This is an optimization exercise on Yosys and OpenROAD, whose aim is a short achievable clock period and few clock cycles per item, not a production implementation. Function was checked by simulation only, so behaviour that the tests miss may differ from the original. Power figures rest on the tool's default switching activity, not on a simulated workload.

job 6054:
// cpu_top
module cpu_top (
	input logic clk,
	input logic rst_n,
	output logic mem_rd,
	output logic mem_wr,
	output logic [31:0] mem_addr,
	output logic [31:0] mem_wdata,
	input logic [31:0] mem_rdata
);
For scale: roughly 8900 cells after synthesis, ~2300 flip-flops, about 100 I/O pins, about 110000 um2 of cells after synthesis.
Settings: LEC_CHECK=0, CAP_MARGIN=20, CELL_PAD_IN_SITES_DETAIL_PLACEMENT=1, CELL_PAD_IN_SITES_GLOBAL_PLACEMENT=1, CORE_MARGIN=2, CORE_UTILIZATION=25, PLACE_DENSITY=0.5, SLEW_MARGIN=20; clock period 10.0 ns.
standard.sh (not shown) runs the stock make flow with config.mk's settings and CLKGATE_MAP_FILE= SYNTH_SCRIPT=/design/flow/synth_recipe.tcl, a recipe that flattens the netlist after the stock synthesis.
==> flow/flow/run.sh <==
#!/bin/bash
# Standard layout, with timing repair aimed well below the 10 ns clock and
# free to resize cells across footprints.
set -euo pipefail
MARGIN=$(cat flow/margin.txt)
bash standard.sh SETUP_SLACK_MARGIN=$MARGIN MATCH_CELL_FOOTPRINT=0 finish > standard_flow.log 2>&1
==> flow/flow/margin.txt <==
7.0
Testbench counts of job 6054, summed over its fixed seeds: cycles 22,486, instrs 16,221.
Inputs modified between job 6054 and job 7594:
--- a/flow/design.v
+++ b/flow/design.v
@@ -149,17 +149,17 @@
 	parameter cpu_pkg::word_t RESET_PC = '0
 ) (
 	input logic CLK,
 	input logic rst_n,
 	output cpu_pkg::mem_req_t mem_req,
 	input cpu_pkg::word_t mem_rdata
 );
 	localparam int IB_DEPTH = 4;
-	localparam int BTB_BITS = 4;
+	localparam int BTB_BITS = 3;
 	localparam int BTB_N = 1 << BTB_BITS;
 	logic mr_rd;
 	logic mr_wr;
 	logic mr_fetch;
 	logic mr_load;
 	cpu_pkg::word_t mr_addr;
 	cpu_pkg::word_t mr_wdata;
 	cpu_pkg::reg_idx_t mr_ldest;
@@ -389,27 +389,35 @@
 	logic fe_a;
 	logic fe_b;
 	logic stall_a;
 	logic stall_b;
 	logic d_stall;
 	logic d_go;
 	cpu_pkg::word_t d_a;
 	cpu_pkg::word_t d_b;
-	assign fe_a = e_wen && (e_dest == rs);
-	assign fe_b = e_wen && (e_dest == rt);
-	assign stall_a = ir_use_rs && ((e_load && e_dest == rs) || (mr_load && mr_ldest == rs));
-	assign stall_b = ir_use_rt && ((e_load && e_dest == rt) || (mr_load && mr_ldest == rt));
+	logic hz_e_a;
+	logic hz_e_b;
+	logic hz_m_a;
+	logic hz_m_b;
+	logic hz_w_a;
+	logic hz_w_b;
+	logic hz_l_a;
+	logic hz_l_b;
+	assign fe_a = hz_e_a;
+	assign fe_b = hz_e_b;
+	assign stall_a = ir_use_rs && hz_l_a;
+	assign stall_b = ir_use_rt && hz_l_b;
 	assign d_stall = d_v && (stall_a || stall_b);
 	always_comb begin
-		if (m_wen && m_dest == rs) d_a = m_res;
-		else if (w_load && w_dest == rs) d_a = mem_rdata;
+		if (hz_m_a) d_a = m_res;
+		else if (hz_w_a) d_a = mem_rdata;
 		else d_a = rf_a;
-		if (m_wen && m_dest == rt) d_b = m_res;
-		else if (w_load && w_dest == rt) d_b = mem_rdata;
+		if (hz_m_b) d_b = m_res;
+		else if (hz_w_b) d_b = mem_rdata;
 		else d_b = rf_b;
 	end
 	logic d_pred;
 	cpu_pkg::pc_t d_pc1;
 	cpu_pkg::pc_t d_btgt;
 	cpu_pkg::pc_t d_alt;
 	assign d_pred = dc_bne ^ (rs == rt);
 	assign d_pc1 = d_pc + 10'd1;
@@ -558,16 +566,45 @@
 				q_npc[i] = r_npc;
 				q_noff[i] = r_noff;
 				q_nseq[i] = r_nseq;
 			end
 		end
 		if (ib_v[IB_DEPTH-1]) q_v[IB_DEPTH] = r_fetch;
 	end
 	assign pop = (!d_v || !d_stall) && q_v[0];
+	cpu_pkg::reg_idx_t n_rs;
+	cpu_pkg::reg_idx_t n_rt;
+	logic n_e_wen;
+	logic n_e_load;
+	assign n_rs = pop ? q_ins[0][25:21] : rs;
+	assign n_rt = pop ? q_ins[0][20:16] : rt;
+	assign n_e_wen = d_v && !d_stall && dc_wen && !dc_load;
+	assign n_e_load = d_v && !d_stall && dc_load;
+	always_ff @(posedge CLK or negedge rst_n) begin
+		if (!rst_n) begin
+			hz_e_a <= 1'b0;
+			hz_e_b <= 1'b0;
+			hz_m_a <= 1'b0;
+			hz_m_b <= 1'b0;
+			hz_w_a <= 1'b0;
+			hz_w_b <= 1'b0;
+			hz_l_a <= 1'b0;
+			hz_l_b <= 1'b0;
+		end else begin
+			hz_e_a <= n_e_wen && dc_dest == n_rs;
+			hz_e_b <= n_e_wen && dc_dest == n_rt;
+			hz_m_a <= e_wen && e_dest == n_rs;
+			hz_m_b <= e_wen && e_dest == n_rt;
+			hz_w_a <= mr_load && mr_ldest == n_rs;
+			hz_w_b <= mr_load && mr_ldest == n_rt;
+			hz_l_a <= (n_e_load && dc_dest == n_rs) || (e_load && e_dest == n_rs);
+			hz_l_b <= (n_e_load && dc_dest == n_rt) || (e_load && e_dest == n_rt);
+		end
+	end
 	logic q_use_rs;
 	logic q_use_rt;
 	always_comb begin
 		q_use_rs = 1'b0;
 		q_use_rt = 1'b0;
 		case (q_ins[0][31:26])
 			cpu_pkg::OP_RTYPE: begin
 				case (q_ins[0][5:0])
==> run summary <==
Summary of job 7594 over job 6054: final wirelength grew by about 2.5%; post-route clock period utilization shrank by 0.77 points. Job 7594 — fraction of standard cell area that is sequential 2.0 points lower, job 6054 as reference. In the metrics for job 6054 and job 7594, the one carrying the lower synthesized netlist net count is job 6054. Via-per-instance ratio was higher in the run labelled job 7594. [compare] base=job 6054 new=job 7594: total power lower; setup slack increased by 77 ps relative to the old numbers; netlist area before placement now sits lower.
Testbench counts of job 7594, summed over its fixed seeds: cycles 22,486, instrs 16,221.

[what the ideal ports hide]
Ports are ideal in the flow. The routed layouts listed here were re-timed in OpenROAD.
Step 1, drivers: a clkbuf_16 drives clk and a buf_2 each remaining input, both assumed.
Step 2 moves the port delays by t, midway between the first and last clock arrival at a register: inputs arrive t later, outputs are due t later. That takes back most of the time a late clock gives input paths.
Slacks: ideal / step 1 / step 2; pairs: ideal / step 1.
| run | shift t [ns] | slack for setup (ns) | clock arrival spread, ns |
|---|---|---|---|
| job 6054 | 1.031 | 6.400 / 6.355 / 5.591 | 0.094 / 0.094 |
| job 7594 | 1.060 | 6.477 / 6.380 / 5.696 | 0.149 / 0.149 |
After both steps every run listed still meets setup and hold. The setup slack of job 6054, which loses most, moves by -0.045 ns with the drivers and by -0.809 ns with both steps.
